Context: an optimization exercise on an open-source flow, tuned for small area. The choices shown serve that exercise and are no tape-out recipe.
In this exercise RTL edits were held to simulation tests only and were not proved equivalent to the original.
The flow treats the clock pin as an ideal source, which a real chip does not have.
Power figures rest on the tool's default switching activity, not on a simulated workload.

File: flow/design.v
package apb_global_pkg;
  localparam int unsigned ADDRESS_WIDTH   = 32;
  localparam int unsigned DATA_WIDTH      = 32;
  localparam int unsigned STRB_WIDTH      = DATA_WIDTH / 8;
  localparam int unsigned MAX_WAIT_STATES = 15;
  typedef enum logic [1:0] {
    IDLE   = 2'd0,
    SETUP  = 2'd1,
    ACCESS = 2'd2
  } apb_fsm_state_e;
  typedef enum logic {
    SLV_OKAY  = 1'b0,
    SLV_ERROR = 1'b1
  } slave_error_e;
  typedef enum logic {
    TX_READ  = 1'b0,
    TX_WRITE = 1'b1
  } tx_type_e;
  typedef enum logic [2:0] {
    PROT_NORMAL_SECURE_DATA       = 3'b000,
    PROT_PRIV_SECURE_DATA         = 3'b001,
    PROT_NORMAL_NONSECURE_DATA    = 3'b010,
    PROT_PRIV_NONSECURE_DATA      = 3'b011,
    PROT_NORMAL_SECURE_INSTR      = 3'b100,
    PROT_PRIV_SECURE_INSTR        = 3'b101,
    PROT_NORMAL_NONSECURE_INSTR   = 3'b110,
    PROT_PRIV_NONSECURE_INSTR     = 3'b111
  } protection_type_e;
endpackage
package apb_slave_mem_pkg;
  localparam int unsigned WAIT_W = 4;
  function automatic int unsigned mem_idx_width(input int unsigned depth);
    mem_idx_width = (depth > 1) ? $clog2(depth) : 1;
  endfunction
endpackage
module apb_slave_mem_array #(
  parameter int unsigned DATA_WIDTH = 32,
  parameter int unsigned MEM_DEPTH  = 64,
  parameter int unsigned IDX_W      = 6
) (
  input  logic                    clk,
  input  logic                    rst_n,
  input  logic                    i_wreq,
  input  logic [IDX_W-1:0]        i_widx,
  input  logic [DATA_WIDTH-1:0]   i_wdata,
  input  logic [DATA_WIDTH/8-1:0] i_strb,
  input  logic                    i_cmpl,
  input  logic                    i_re,
  input  logic [IDX_W-1:0]        i_ridx,
  output logic [DATA_WIDTH-1:0]   o_rdata
);
  localparam int unsigned SW    = DATA_WIDTH / 8;
  localparam int unsigned NPAIR = MEM_DEPTH / 2;
  logic                    r_ph, r_clr;
  logic                    w_clr;
  logic [DATA_WIDTH-1:0]   w_col;
  logic [SW-1:0]           w_strb_r;
  logic [NPAIR-1:0]        w_wdec, w_rdec, w_load, w_load_r;
  assign w_clr = !rst_n || r_clr;
  always_ff @(posedge clk) begin
    r_ph  <= rst_n && !r_ph;
    r_clr <= !rst_n;
  end
  for (genvar b = 0; b < SW; b++) begin : g_col
    assign w_col[8*b +: 8] = i_wdata[8*b +: 8] & {8{i_strb[b]}};
  end
  always_comb begin
    for (int k = 0; k < NPAIR; k++) begin
      w_wdec[k] = (i_widx[IDX_W-1:1] == (IDX_W-1)'(k));
      w_rdec[k] = (i_ridx[IDX_W-1:1] == (IDX_W-1)'(k));
    end
  end
  assign w_load   = w_wdec & {NPAIR{i_wreq && rst_n && (i_widx[0] ^ r_ph)}};
  assign w_load_r = w_load | {NPAIR{w_clr}};
  assign w_strb_r = i_strb | {SW{w_clr}};
  logic [DATA_WIDTH-1:0] w_qa [NPAIR];
  logic [DATA_WIDTH-1:0] w_qb [NPAIR];   
  for (genvar k = 0; k < NPAIR; k++) begin : g_pair
    for (genvar b = 0; b < SW; b++) begin : g_byte
      apb_slave_mem_byte u_byte (
        .clk    (clk),
        .i_keep (!(w_load_r[k] && w_strb_r[b])),
        .i_load (w_load[k]),
        .i_d    (w_col[8*b +: 8]),
        .o_qa   (w_qa[k][8*b +: 8]),
        .o_qb   (w_qb[k][8*b +: 8])
      );
    end
  end
  logic                  w_ra_bus, w_ra_reg;
  logic [NPAIR-1:0]      w_tsel_n;
  logic [DATA_WIDTH-1:0] w_quad_n [NPAIR/2];
  logic [DATA_WIDTH-1:0] w_tree, r_prd;
  assign w_ra_bus = !(i_widx[0] ^ r_ph);
  assign w_ra_reg = !(i_ridx[0] ^ r_ph);
  assign w_tsel_n = i_cmpl ? ~(w_rdec & {NPAIR{w_ra_reg}}) : ~(w_wdec & {NPAIR{w_ra_bus}});
  for (genvar m = 0; m < NPAIR/2; m++) begin : g_quad
    for (genvar j = 0; j < DATA_WIDTH; j++) begin : g_bit
      apb_slave_mem_rd2 u_rd2 (
        .i_sel_n (w_tsel_n[2*m +: 2]),
        .i_d     ({w_qa[2*m+1][j], w_qa[2*m][j]}),
        .o_y_n   (w_quad_n[m][j])
      );
    end
  end
  always_comb begin
    w_tree = '1;
    for (int m = 0; m < NPAIR/2; m++) w_tree = w_tree & ~w_quad_n[m];
  end
  always_ff @(posedge clk) r_prd <= w_tree;
  assign o_rdata = i_re ? (w_ra_reg ? w_tree : r_prd) : '0;
endmodule
module apb_slave_mem_byte (
  input  logic       clk,
  input  logic       i_keep,
  input  logic       i_load,
  input  logic [7:0] i_d,
  output logic [7:0] o_qa,
  output logic [7:0] o_qb
);
  logic [7:0] r_qa, r_qb;
  always_ff @(posedge clk) begin
    r_qa <= (r_qb & {8{i_keep}}) | (i_d & {8{i_load}});
    r_qb <= r_qa;
  end
  assign o_qa = r_qa;
  assign o_qb = r_qb;
endmodule
module apb_slave_mem_rd2 (
  input  logic [1:0] i_sel_n,
  input  logic [1:0] i_d,
  output logic       o_y_n
);
  assign o_y_n = !((i_sel_n[0] | i_d[0]) & (i_sel_n[1] | i_d[1]));
endmodule
module apb_slave_mem #(
  parameter int unsigned               ADDRESS_WIDTH = apb_global_pkg::ADDRESS_WIDTH,
  parameter int unsigned               DATA_WIDTH    = apb_global_pkg::DATA_WIDTH,
  parameter int unsigned               MEM_DEPTH     = 64,
  parameter logic [ADDRESS_WIDTH-1:0]  BASE_ADDR     = '0
) (
  input  logic                           pclk,
  input  logic                           preset_n,
  input  logic [apb_slave_mem_pkg::WAIT_W-1:0] cfg_wait_states,
  input  logic                           psel,
  input  logic                           penable,
  input  logic                           pwrite,
  input  logic [ADDRESS_WIDTH-1:0]       paddr,
  input  logic [DATA_WIDTH-1:0]          pwdata,
  input  logic [DATA_WIDTH/8-1:0]        pstrb,
  input  logic [2:0]                     pprot,
  output logic                           pready,
  output logic [DATA_WIDTH-1:0]          prdata,
  output logic                           pslverr
);
  localparam int unsigned SW    = DATA_WIDTH / 8;
  localparam int unsigned IDX_W = apb_slave_mem_pkg::mem_idx_width(MEM_DEPTH);
  localparam logic [ADDRESS_WIDTH-1:0] SPAN = ADDRESS_WIDTH'(MEM_DEPTH * SW);
  logic                                  r_pready;
  logic [apb_slave_mem_pkg::WAIT_W-1:0]  r_wait;
  logic                                  w_setup, w_access;
  logic [ADDRESS_WIDTH-1:0]              w_offset;
  logic [IDX_W-1:0]                      w_idx;
  logic                                  w_err;
  logic [IDX_W-1:0]                      r_idx;
  logic                                  r_err, r_write;
  logic                                  w_pready_nxt;
  always_comb begin
    w_offset = paddr - BASE_ADDR;
    w_idx    = IDX_W'(w_offset / ADDRESS_WIDTH'(SW));
    w_err    = (paddr < BASE_ADDR) || (w_offset >= SPAN) ||
               ((paddr % ADDRESS_WIDTH'(SW)) != '0);
    if (pwrite && pprot[1] && (w_idx >= IDX_W'(MEM_DEPTH / 2))) w_err = 1'b1;
  end
  assign w_setup  = psel && !penable;
  assign w_access = psel && penable;
  always_comb begin
    if (!preset_n)    w_pready_nxt = 1'b0;
    else if (w_setup) w_pready_nxt = (cfg_wait_states == '0);
    else              w_pready_nxt = w_access && !r_pready &&
                                     (r_wait == apb_slave_mem_pkg::WAIT_W'(1));
  end
  always_ff @(posedge pclk) r_pready <= w_pready_nxt;
  always_ff @(posedge pclk) begin
    r_idx   <= w_idx;
    r_err   <= w_err;
    r_write <= pwrite;
  end
  always_ff @(posedge pclk) begin
    if (w_setup)                    r_wait <= cfg_wait_states;
    else if (w_access && !r_pready) r_wait <= r_wait - apb_slave_mem_pkg::WAIT_W'(1);
  end
  apb_slave_mem_array #(
    .DATA_WIDTH (DATA_WIDTH),
    .MEM_DEPTH  (MEM_DEPTH),
    .IDX_W      (IDX_W)
  ) u_array (
    .clk     (pclk),
    .rst_n   (preset_n),
    .i_wreq  ((w_pready_nxt || r_pready) && pwrite && !w_err),
    .i_widx  (w_idx),
    .i_wdata (pwdata),
    .i_strb  (pstrb),
    .i_cmpl  (r_pready),
    .i_re    (r_pready && !r_write && !r_err),
    .i_ridx  (r_idx),
    .o_rdata (prdata)
  );
  assign pready  = r_pready;
  assign pslverr = r_pready && r_err;
endmodule
File: flow/flow/run.sh
#!/bin/bash
# The standard layout (standard.sh, unchanged synthesis) with these changes:
#  - clock tree: clkbuf_8 leaf buffers, larger sink clusters, no dummy loads;
#    after CTS, flow/post_cts.tcl upsizes the leaf buffers whose sinks see a
#    slow clock edge;
#  - port buffers: every port still gets a buffer, of the smallest buffer cell.
# make's full output goes to flow_make.log; ORFS keeps each step's log under orfs/logs.
set -uo pipefail
here=$(pwd)
export CTS_ARGS="-sink_clustering_enable -repair_clock_nets -root_buf sky130_fd_sc_hd__clkbuf_16 -buf_list sky130_fd_sc_hd__clkbuf_8 -sink_clustering_size 30 -sink_clustering_max_diameter 60 -dont_use_dummy_load"
export POST_CTS_TCL="$here/flow/post_cts.tcl"
export BUFFER_PORTS_ARGS="-buffer_cell sky130_fd_sc_hd__buf_1"
bash standard.sh > flow_make.log 2>&1
File: flow/flow/post_cts.tcl
# Upsize leaf clock buffers whose sinks see a slow clock edge in the placement estimate.
estimate_parasitics -placement
set n_up 0
foreach inst [get_cells *] {
  if {[get_property $inst ref_name] != "sky130_fd_sc_hd__clkbuf_8"} { continue }
  set net [get_nets -of_objects [get_pins -of_objects $inst -filter "direction == output"]]
  set worst 0
  foreach p [get_pins -of_objects $net -filter "direction == input"] {
    set s [get_property $p slew_max]
    if {$s > $worst} { set worst $s }
  }
  if {$worst > 0.108} {
    replace_cell $inst sky130_fd_sc_hd__clkbuf_16
    incr n_up
  }
}
puts "post_cts: upsized $n_up clock buffers"
if {$n_up > 0} {
  detailed_placement
  check_placement -verbose
  estimate_parasitics -placement
}
File: flow/standard.sh
#!/bin/bash
# synth_recipe.tcl (not shown) runs the flow's synth.tcl, then flattens the netlist and writes it again
# the make line also repeats each setting of config.mk as NAME=value (left out here)
make -C /OpenROAD-flow-scripts/flow DESIGN_CONFIG=/design/flow/config.mk WORK_HOME=/design/flow/orfs CLKGATE_MAP_FILE= SYNTH_SCRIPT=/design/flow/synth_recipe.tcl "${@:-finish}"
File: flow/config.mk
export PLATFORM = sky130hd
export DESIGN_NAME = apb_slave_mem
export DESIGN_NICKNAME = apb_slave_mem
export VERILOG_FILES = /design/flow/design.v
export SDC_FILE = /design/flow/constraint.sdc
export NUM_CORES = 4
export LEC_CHECK = 0
export CAP_MARGIN = 35
export CORE_MARGIN = 2
export CORE_UTILIZATION = 60
export SLEW_MARGIN = 35
export SYNTH_HIERARCHICAL = 1
export SYNTH_MINIMUM_KEEP_SIZE = 0
File: flow/constraint.sdc
create_clock -name core_clock -period 10.0 [get_ports {pclk}]
set_input_delay 2.0000 -clock core_clock [delete_from_list [all_inputs] [get_ports {pclk}]]
set_output_delay 2.0000 -clock core_clock [all_outputs]
set_load 0.01 [all_outputs]
==> impl_metrics.py, run 1 <==
metrics = {
    "final_layout": {
        "synthToLayoutAreaGrowth_pct": 7.05,
        "fillers": 7767,
        "drive_gt1_frac": 0.101,
        "fin_cells": 5891,
        "fin_nets": 4673,
        "fin_util": 0.646,
    },
    "floorplan": {
        "core-area_um2": 99900,
        "die-area_um2": 103000,
        "die_width_um": 321,
        "num_rows": 116,
        "initial_core_util": 0.603,
        "dieHeight_um": 321,
        "ios": 114,
    },
    "logic_synthesis": {
        "synthesis.nets": 4597,
        "synth_cell_types": 48,
        "syn-cell-area_um2": 60200,
        "muxShareOfSynthArea": 0,
        "synth_common_cells": "2,091 x dfxtp_1, 1,024 x a22o_1, 512 x o22ai_1",
        "netlist.area_leader.share": 0.695,
        "synth_top_cell_by_area": "dfxtp_1",
        "ys_warn_count": 12,
        "synth.most_common_cell": "dfxtp_1",
        "synth_compound_area_frac": 0.226,
        "ys_seq_area_frac": 0.697,
        "synthTopCellsByArea": "dfxtp_1 70%, a22o_1 15%, o22ai_1 5.3%",
        "synth.ff_latch_count": 2095,
        "synth_ff_type": "dfxtp_1",
        "async_flop_share": 0,
        "synth_top_family_by_area": "compound AO/OA/AOI/OAI gates",
        "yosys.area_share.xor_xnor": 0.00131,
        "synth-adder-area-share": 0.000416,
        "synth-edff-count": 4,
        "synth_area_per_cell_um2": 13.3,
        "yosys.area_share.simple": 0.0358,
        "syn_inst": 4515,
    },
    "hold_path": {
        "hold_path.startpoint": "u_array.g_pair[29].g_byte[2].u_byte.r_qa[4]",
        "worstHoldPathType": "flip-flop to flip-flop",
    },
    "sta": {
        "tightest_slew_ns": 1.04,
        "final-setup-viol-count": 0,
        "rsz0062_at_grt": "no",
        "clock.fmax_ghz": 0.126,
        "finalHoldViolations": 0,
        "drv_slew": 0,
        "fin_worst_skew_ns": 0.0725,
        "relSlewSlack": 0.299,
        "period_minus_slack_ns": 7.94,
        "period_share": 0.794,
        "fin_setup_tns_ns": 0,
    },
    "drt": {
        "routed_via_density": 6.59,
        "wl_met2_um": 73800,
        "firstDrtPassIters": 5,
        "top_layer_used": "met5",
        "wl_met1_um": 80700,
        "drc": 0,
        "final_antenna_net_count": 0,
        "wl_per_cell_um": 29.6,
        "drtIter0Drc": 3860,
        "route.met3.wl_um": 15100,
        "wl_um": 174000,
        "dr_total_vias": 38837,
    },
    "critical_path": {
        "arrival_ns": 5.94,
        "critPathLaunch": "paddr[2]",
        "cp-start-kind": "input pin",
        "path_common_cell": "buf_4",
        "critPathCaptureType": "output pin",
        "critPathRequiredTime_ns": 8.00,
        "critical_path_class": "input pin to output pin",
        "slowest_stage": "nor4_1",
        "slowest_delay_ns": 0.80,
        "critPathMaxFanout": 16,
        "cp_cell_sequence": "buf_1 > xor2_2 > nor3b_2 > buf_4 > a22oi_2 > buf_4 > buf_4 > o22ai_1 > nor4_1 > and4_1 > o21ba_2 > buf_1",
        "r2r_start": "u_array.r_ph",
    },
    "clock_network": {
        "cts_tree": "built",
        "cts.sinks": 2095,
        "clkLatencyLatePin_ns": 0.70,
        "path_clk_slew_ns": 0.11,
    },
    "placed_design": {
        "place_hpwl_um": 111000,
        "port_buffers": 111,
        "dpl.cell_count": 5764,
        "place.gp.congestion": 0.830,
    },
    "global_route": {
        "grt_max_degree": 66,
        "antenna_found_initial": 7,
        "grt_pass1_vias": 38008,
        "grt_pass1_wl_um": 255000,
        "grt-ovfl-total": 0,
        "track_usage": 0.332,
    },
    "pwr": {
        "max-vdd-ir-drop_mv": 0.148,
        "power.leakage_nw": 24.4,
        "switching_power_w": 0.00288,
        "clkPwrFrac": 0.311,
        "netSwitchingFraction": 0.223,
        "seqPwrFrac": 0.649,
        "powerDensity_nw_per_um2": 200,
        "p_int_w": 0.0100,
        "p_comb_frac": 0.040,
    },
    "flow_run": {
        "cap_viol_max_count": 0,
    },
    "status": {
        "status": "finished clean",
    },
}
## modules after synthesis, one instance, submodules excluded, excerpt
| module | cells inside | times used |
|---|---|---|
| apb_slave_mem_rd2 | 1 | 512 |
| apb_slave_mem_byte | 26 | 128 |
| apb_slave_mem | 55 | 1 |
## power groups by stage
stage,Sequential (W),Clock [W],Combinational (W)
finish,0.00839,0.00402,0.000510
global route,0.00839,0.00435,0.000527
detailed placement,0.00858,0,0.000491
global placement,0.00858,0,0.000481
floorplan,0.00858,0,0.000294
## path summary, 6_finish.rpt
path / end / slack, ns / depth (start not counted)
worst max-delay path: prdata[31] / 2.06 / 12
worst min-delay path: u_array.g_pair[29].g_byte[2].u_byte.r_qb[4] / 0.29 / 0
worst max register to register: u_array.r_prd[22] / 5.33 / 9
worst min register to register: u_array.g_pair[29].g_byte[2].u_byte.r_qb[4] / 0.29 / 0
## final cells by class
| class | instances | area, um^2 | share of cell area |
|---|---|---|---|
| diodes | 4 | 10.0 | 0.000155 |
| clock buffers | 120 | 2240 | 0.0347 |
| inverters | 4 | 15.0 | 0.000233 |
| multi-input cells | 2109 | 16600 | 0.257 |
| flip-flops and latches | 2095 | 42000 | 0.651 |
| well taps | 1298 | 1620 | 0.0252 |
| repair buffers | 261 | 2010 | 0.0312 |
## registers in the layout, indices dropped and copies added (netlist names)
register,count
r_wait,4
u_array.r_prd,32
r_err,1
r_write,1
u_array.r_clr,1
r_pready,1
u_array.r_ph,1
u_array.g_pair.g_byte.u_byte.r_qa,1024
u_array.g_pair.g_byte.u_byte.r_qb,1024
r_idx,6
## critical path: cells and delay by family
kind	cells	cell delay [ns]
buf+inv	5	1.40
simple gates	3	1.26
compound gates	3	0.85
xor+xnor	1	0.40
## placed cells by master (no fill, tap or decap), types with 3 or more instances in the layout
| cell | count |
|---|---|
| dfxtp_1 | 2091 |
| buf_1 | 111 |
| and2_4 | 4 |
| a21oi_2 | 22 |
| diode_2 | 4 |
| nor4_2 | 22 |
| nor3_4 | 8 |
| nor2_1 | 13 |
| buf_4 | 112 |
| a22oi_2 | 32 |
| buf_8 | 9 |
| nand2b_1 | 5 |
| and2_2 | 13 |
| a21oi_1 | 111 |
| nor2b_1 | 5 |
| nor2_4 | 32 |
| nor3_1 | 7 |
| nor2_2 | 6 |
| nand2_1 | 13 |
| nor4_1 | 115 |
| a22o_1 | 1024 |
| o21ai_0 | 32 |
| nand3_1 | 14 |
| o22ai_1 | 512 |
| clkbuf_8 | 68 |
| and4_1 | 32 |
| and2_1 | 17 |
| inv_1 | 3 |
| buf_6 | 9 |
| nor3_2 | 7 |
| buf_16 | 18 |
| edfxtp_1 | 4 |
| clkbuf_16 | 52 |
| nand3b_1 | 5 |
| o21ba_2 | 32 |
## metrics by stage
stage	setup WS (ns)	total power, W	area [um^2]	hold slack (ns)
after floorplan	3.34	0.00887	60200	0.331
after global placement	1.87	0.00906	61200	0.332
after detailed placement	2.26	0.00907	62100	0.336
after global routing	2.13	0.0133	64500	0.299
final	2.06	0.0129	64500	0.289
## cells by family (layout without fill, tap and decap cells)
| kind of cell | count (synthesis) | in the layout |
|---|---|---|
| AO/OA/AOI/OAI | 1769 | 1769 |
| other | 0 | 4 |
| AND/OR/NAND/NOR | 332 | 332 |
| adder cells (fa/ha/maj) | 2 | 2 |
| XOR/XNOR | 6 | 6 |
| buffers and inverters | 311 | 385 |
| flip-flops | 2095 | 2095 |
## layer usage
layer / vias up / global-route usage
met4: 4 / 0.101
met3: 271 / 0.0627
li1: 17264 / -
met2: 1597 / 0.484
met1: 19701 / 0.501
met5: - / 0
==> run 2, diff against run 1 <==
--- a/flow/design.v
+++ b/flow/design.v
@@ -51,19 +51,19 @@
 );
   localparam int unsigned SW    = DATA_WIDTH / 8;
   localparam int unsigned NPAIR = MEM_DEPTH / 2;
-  logic                    r_ph, r_clr;
+  logic                    r_ph, r_clr, r_pa, r_pb;
   logic                    w_clr;
   logic [DATA_WIDTH-1:0]   w_col;
-  logic [SW-1:0]           w_strb_r;
-  logic [NPAIR-1:0]        w_wdec, w_rdec, w_load, w_load_r;
+  logic [SW-1:0]           w_strb_c;
+  logic [NPAIR-1:0]        w_wdec, w_rdec, w_load, w_load_c;
   assign w_clr = !rst_n || r_clr;
   always_ff @(posedge clk) begin
     r_ph  <= rst_n && !r_ph;
     r_clr <= !rst_n;
-  end
-  for (genvar b = 0; b < SW; b++) begin : g_col
-    assign w_col[8*b +: 8] = i_wdata[8*b +: 8] & {8{i_strb[b]}};
-  end
+    r_pa  <= rst_n && !r_pb;
+    r_pb  <= !rst_n || r_pa;
+  end
+  assign w_col = i_wdata ^ {DATA_WIDTH{r_pb}};
   always_comb begin
     for (int k = 0; k < NPAIR; k++) begin
       w_wdec[k] = (i_widx[IDX_W-1:1] == (IDX_W-1)'(k));
@@ -71,16 +71,16 @@
     end
   end
   assign w_load   = w_wdec & {NPAIR{i_wreq && rst_n && (i_widx[0] ^ r_ph)}};
-  assign w_load_r = w_load | {NPAIR{w_clr}};
-  assign w_strb_r = i_strb | {SW{w_clr}};
+  assign w_load_c = w_load | {NPAIR{w_clr}};
+  assign w_strb_c = i_strb | {SW{w_clr}};
   logic [DATA_WIDTH-1:0] w_qa [NPAIR];
   logic [DATA_WIDTH-1:0] w_qb [NPAIR];   
   for (genvar k = 0; k < NPAIR; k++) begin : g_pair
     for (genvar b = 0; b < SW; b++) begin : g_byte
       apb_slave_mem_byte u_byte (
         .clk    (clk),
-        .i_keep (!(w_load_r[k] && w_strb_r[b])),
-        .i_load (w_load[k]),
+        .i_set  (w_load_c[k] && w_strb_c[b]),
+        .i_hold (!(w_load[k] && i_strb[b])),
         .i_d    (w_col[8*b +: 8]),
         .o_qa   (w_qa[k][8*b +: 8]),
         .o_qb   (w_qb[k][8*b +: 8])
@@ -90,13 +90,13 @@
   logic                  w_ra_bus, w_ra_reg;
   logic [NPAIR-1:0]      w_tsel_n;
   logic [DATA_WIDTH-1:0] w_quad_n [NPAIR/2];
-  logic [DATA_WIDTH-1:0] w_tree, r_prd;
+  logic [DATA_WIDTH-1:0] w_tree, w_bits, r_prd;
   assign w_ra_bus = !(i_widx[0] ^ r_ph);
   assign w_ra_reg = !(i_ridx[0] ^ r_ph);
   assign w_tsel_n = i_cmpl ? ~(w_rdec & {NPAIR{w_ra_reg}}) : ~(w_wdec & {NPAIR{w_ra_bus}});
   for (genvar m = 0; m < NPAIR/2; m++) begin : g_quad
     for (genvar j = 0; j < DATA_WIDTH; j++) begin : g_bit
-      apb_slave_mem_rd2 u_rd2 (
+      apb_slave_mem_oai22 u_rd2 (
         .i_sel_n (w_tsel_n[2*m +: 2]),
         .i_d     ({w_qa[2*m+1][j], w_qa[2*m][j]}),
         .o_y_n   (w_quad_n[m][j])
@@ -107,26 +107,34 @@
     w_tree = '1;
     for (int m = 0; m < NPAIR/2; m++) w_tree = w_tree & ~w_quad_n[m];
   end
-  always_ff @(posedge clk) r_prd <= w_tree;
-  assign o_rdata = i_re ? (w_ra_reg ? w_tree : r_prd) : '0;
+  assign w_bits = w_tree ^ {DATA_WIDTH{r_pa}};
+  always_ff @(posedge clk) r_prd <= w_bits;
+  assign o_rdata = i_re ? (w_ra_reg ? w_bits : r_prd) : '0;
 endmodule
 module apb_slave_mem_byte (
   input  logic       clk,
-  input  logic       i_keep,
-  input  logic       i_load,
+  input  logic       i_set,
+  input  logic       i_hold,
   input  logic [7:0] i_d,
   output logic [7:0] o_qa,
   output logic [7:0] o_qb
 );
-  logic [7:0] r_qa, r_qb;
+  logic [7:0] r_qa, r_qb, w_qa_nxt;
+  for (genvar j = 0; j < 8; j++) begin : g_bit
+    apb_slave_mem_oai22 u_oai (
+      .i_sel_n ({i_hold, i_set}),
+      .i_d     ({i_d[j], r_qb[j]}),
+      .o_y_n   (w_qa_nxt[j])
+    );
+  end
   always_ff @(posedge clk) begin
-    r_qa <= (r_qb & {8{i_keep}}) | (i_d & {8{i_load}});
+    r_qa <= w_qa_nxt;
     r_qb <= r_qa;
   end
   assign o_qa = r_qa;
   assign o_qb = r_qb;
 endmodule
-module apb_slave_mem_rd2 (
+module apb_slave_mem_oai22 (
   input  logic [1:0] i_sel_n,
   input  logic [1:0] i_d,
   output logic       o_y_n
@@ -187,8 +195,8 @@
     r_write <= pwrite;
   end
   always_ff @(posedge pclk) begin
-    if (w_setup)                    r_wait <= cfg_wait_states;
-    else if (w_access && !r_pready) r_wait <= r_wait - apb_slave_mem_pkg::WAIT_W'(1);
+    if (w_setup) r_wait <= cfg_wait_states;
+    else         r_wait <= r_wait - apb_slave_mem_pkg::WAIT_W'(1);
   end
   apb_slave_mem_array #(
     .DATA_WIDTH (DATA_WIDTH),
==> run 2 against run 1 <==
  * Still clean on timing, DRC and antenna
  * Critical endpoint unchanged
  * Sequential share of layout area up 2.3 points
  * Clock skew up 0.017 ns
  * Combinational power up 79%
  * Routed wire length down 2.9%
  * Register-to-register slack worse by 0.19 ns
  * Via count up 1.2%
==> impl_metrics.py, run 2 <==
metrics = {
    "global_route": {
        "grt_pass1_wl_um": 247000,
        "grt-ovfl-total": 0,
        "track_usage": 0.338,
        "grt_max_degree": 50,
        "antenna_found_initial": 6,
        "grt_pass1_vias": 37714,
    },
    "final_layout": {
        "fin_cells": 5928,
        "layout_common_cells": "2,095 x dfxtp_1, 1,536 x o22ai_1, 192 x nand2_1",
        "drive_gt1_frac": 0.0869,
        "biggestRegsByFlops": "u_array.g_pair.g_byte.u_byte.r_qa (1024), u_array.g_pair.g_byte.u_byte.r_qb (1024), u_array.r_prd (32)",
        "synthToLayoutAreaGrowth_pct": 10.4,
        "fin_nets": 4755,
        "mostFrequentLayoutCell": "dfxtp_1",
    },
    "logic_synthesis": {
        "synth-edff-count": 0,
        "netlist.area_leader.share": 0.744,
        "synth.ff_latch_count": 2097,
        "synth_cell_types": 45,
        "synth_area_per_cell_um2": 12.9,
        "syn_inst": 4379,
        "synth_top_cell_by_area": "dfxtp_1",
        "async_flop_share": 0,
        "synth_ff_type": "dfxtp_1",
        "synth_common_cells": "2,097 x dfxtp_1, 1,536 x o22ai_1, 193 x nand2_1",
        "syn-cell-area_um2": 56400,
        "ys_warn_count": 12,
        "synthTopCellsByArea": "dfxtp_1 74%, o22ai_1 17%, nor4_1 1.5%",
        "synth.most_common_cell": "dfxtp_1",
        "ys_seq_area_frac": 0.744,
        "synthesis.nets": 4461,
    },
    "drt": {
        "wl_per_cell_um": 28.6,
        "firstDrtPassIters": 5,
        "final_antenna_net_count": 0,
        "drc": 0,
        "routed_via_density": 6.63,
        "drtIter0Drc": 3972,
        "wl_um": 169000,
        "dr_total_vias": 39296,
    },
    "clock_network": {
        "path_clk_slew_ns": 0.09,
        "clkLatencyLatePin_ns": 0.72,
        "cts_tree": "built",
        "cts.sinks": 2097,
    },
    "critical_path": {
        "critical_path_class": "input pin to output pin",
        "critPathBufInv": 5,
        "path_common_cell": "buf_4",
        "cp_cell_sequence": "buf_1 > buf_4 > and4b_2 > a22oi_2 > buf_4 > buf_4 > o22ai_1 > nor4_1 > nand4_1 > xnor2_1 > o21ba_2 > buf_1",
        "arrival_ns": 6.33,
        "critPathMaxFanout": 13,
        "slowest_delay_ns": 0.69,
        "slowest_stage": "a22oi_2",
        "critPathRequiredTime_ns": 8.00,
        "cp-start-kind": "input pin",
        "crit_family": "buffers and inverters",
        "critPathCaptureType": "output pin",
    },
    "hold_path": {
        "worstHoldPathType": "flip-flop to flip-flop",
    },
    "pwr": {
        "max-vdd-ir-drop_mv": 0.172,
        "powerDensity_nw_per_um2": 225,
        "p_total_w": 0.0140,
        "power.leakage_nw": 23.1,
    },
    "floorplan": {
        "die-area_um2": 96500,
        "dieHeight_um": 311,
        "initial_core_util": 0.605,
        "ios": 114,
        "die_width_um": 311,
        "core-area_um2": 93200,
        "num_rows": 112,
    },
    "placed_design": {
        "place.gp.congestion": 0.862,
        "place_hpwl_um": 107000,
        "dpl.cell_count": 5807,
        "port_buffers": 111,
    },
    "sta": {
        "rsz0062_at_grt": "no",
        "holdWs_ns": 0.320,
        "finalHoldViolations": 0,
        "period_share": 0.833,
        "final-setup-viol-count": 0,
        "period_minus_slack_ns": 8.33,
        "drv_slew": 0,
        "fin_worst_skew_ns": 0.0895,
        "tightest_slew_ns": 1.00,
        "clock.fmax_ghz": 0.120,
        "relSlewSlack": 0.327,
        "fin_setup_tns_ns": 0,
    },
    "status": {
        "status": "finished clean",
    },
    "flow_run": {
        "cap_viol_max_count": 0,
    },
}
run 2: where the power goes:
group          switching (W)  leakage, nW  internal, W
Combinational       0.000625         4.53     0.000288
Sequential          0.000212         17.4      0.00886
Clock                0.00245         1.13      0.00156
Total                0.00329         23.1       0.0107
run 2: worst register-to-register path, stage by stage (launching register included):
cell     delay, ns
dfxtp_1       0.63
xor2_4        0.61
buf_4         0.50
nor3_1        0.22
a22oi_2       0.84
buf_4         0.44
o22ai_1       0.14
nor4_1        0.66
nand4_1       0.33
xnor2_1       0.38
run 2: path summary, 6_finish.rpt:
path	start	end	slack [ns]	cells after the start
worst max-delay path	paddr[3]	prdata[31]	1.67	12
worst min-delay path	u_array.g_pair[18].g_byte[2].u_byte.r_qa[5]	u_array.g_pair[18].g_byte[2].u_byte.r_qb[5]	0.32	0
worst min register to register	u_array.g_pair[18].g_byte[2].u_byte.r_qa[5]	u_array.g_pair[18].g_byte[2].u_byte.r_qb[5]	0.32	0
worst max register to register	u_array.r_ph	u_array.r_prd[31]	5.14	9
run 2: logic make-up (layout without fill, tap and decap cells):
| logic type | count (synthesis) | after routing | share of synthesized area |
|---|---|---|---|
| AND/OR/NAND/NOR | 498 | 498 | 0.0529 |
| other | 0 | 3 | 0 |
| XOR/XNOR | 69 | 69 | 0.0110 |
| AO/OA/AOI/OAI | 1639 | 1639 | 0.184 |
| multiplexers | 1 | 1 | 0.000177 |
| flip-flops | 2097 | 2097 | 0.744 |
| adder cells (fa/ha/maj) | 2 | 2 | 0.000444 |
| buffers and inverters | 73 | 365 | 0.00732 |
run 2: per-layer routing:
layer | wire, um | global-route usage | part of all wire | vias up
met5 | 24 | 0 | 0.00014 | -
met4 | 5050 | 0.105 | 0.030 | 4
met3 | 12900 | 0.0619 | 0.076 | 239
met2 | 74300 | 0.504 | 0.44 | 1668
met1 | 77100 | 0.500 | 0.46 | 19820
li1 | - | - | - | 17565
run 2: layout make-up:
| type | count | area, um^2 |
|---|---|---|
| flip-flops and latches | 2097 | 42000 |
| fillers | 7254 | 30900 |
| multi-input cells | 2209 | 14900 |
| clock buffers | 116 | 2250 |
| repair buffers | 246 | 1580 |
| well taps | 1254 | 1570 |
| inverters | 3 | 11.3 |
| diodes | 3 | 7.51 |
run 2: stage by stage:
stage          worst slack, ns  cell area (um^2)  utilization
3_5_place_dp              1.94             59900        0.643
2_1_floorplan             3.06             56400            -
3_3_place_gp              1.60             59600        0.639
5_1_grt                   1.72             62200        0.668
6_report                  1.67             62300        0.668
run 2: modules after synthesis (local to each module, per instance), a selection:
module	area (um^2)	cells inside	times used	flops+latches
apb_slave_mem	515	53	1	13
apb_slave_mem_byte	320	16	128	16
apb_slave_mem_oai22	6.26	1	1536	0

==> afterwards: timing with drivers on the ports <==
No port has a modelled driver above. Below, the same layouts with a new extraction and two added sets of constraints.
Step 1 sets driving cells, clkbuf_16 on the clock port and buf_2 on the other inputs (assumed; they add their load-dependent delay and slew).
Step 2 adds t to the input delays and takes it off the output delays; t is the mean of the earliest and latest rising clock arrival at the registers after step 1. Input paths then give back, and output paths get back, about the clock's delay inside the block.
Slacks: ideal / step 1 / step 2; pairs: ideal / step 1.
run | shift t [ns] | setup WS [ns] | hold slack, ns | worst setup path at the end | slew at the worst register clock pin (ns)
run 1 | 0.754 | 2.058 / 2.030 / 2.030 | 0.289 / 0.289 / 0.289 | input to output | 0.11 / 0.11
run 2 | 0.753 | 1.667 / 1.640 / 1.640 | 0.320 / 0.320 / 0.320 | input to output | 0.11 / 0.11
After both steps every run listed still meets setup and hold. The setup slack of run 1, which loses most, moves by -0.028 ns with the drivers and by -0.028 ns with both steps.
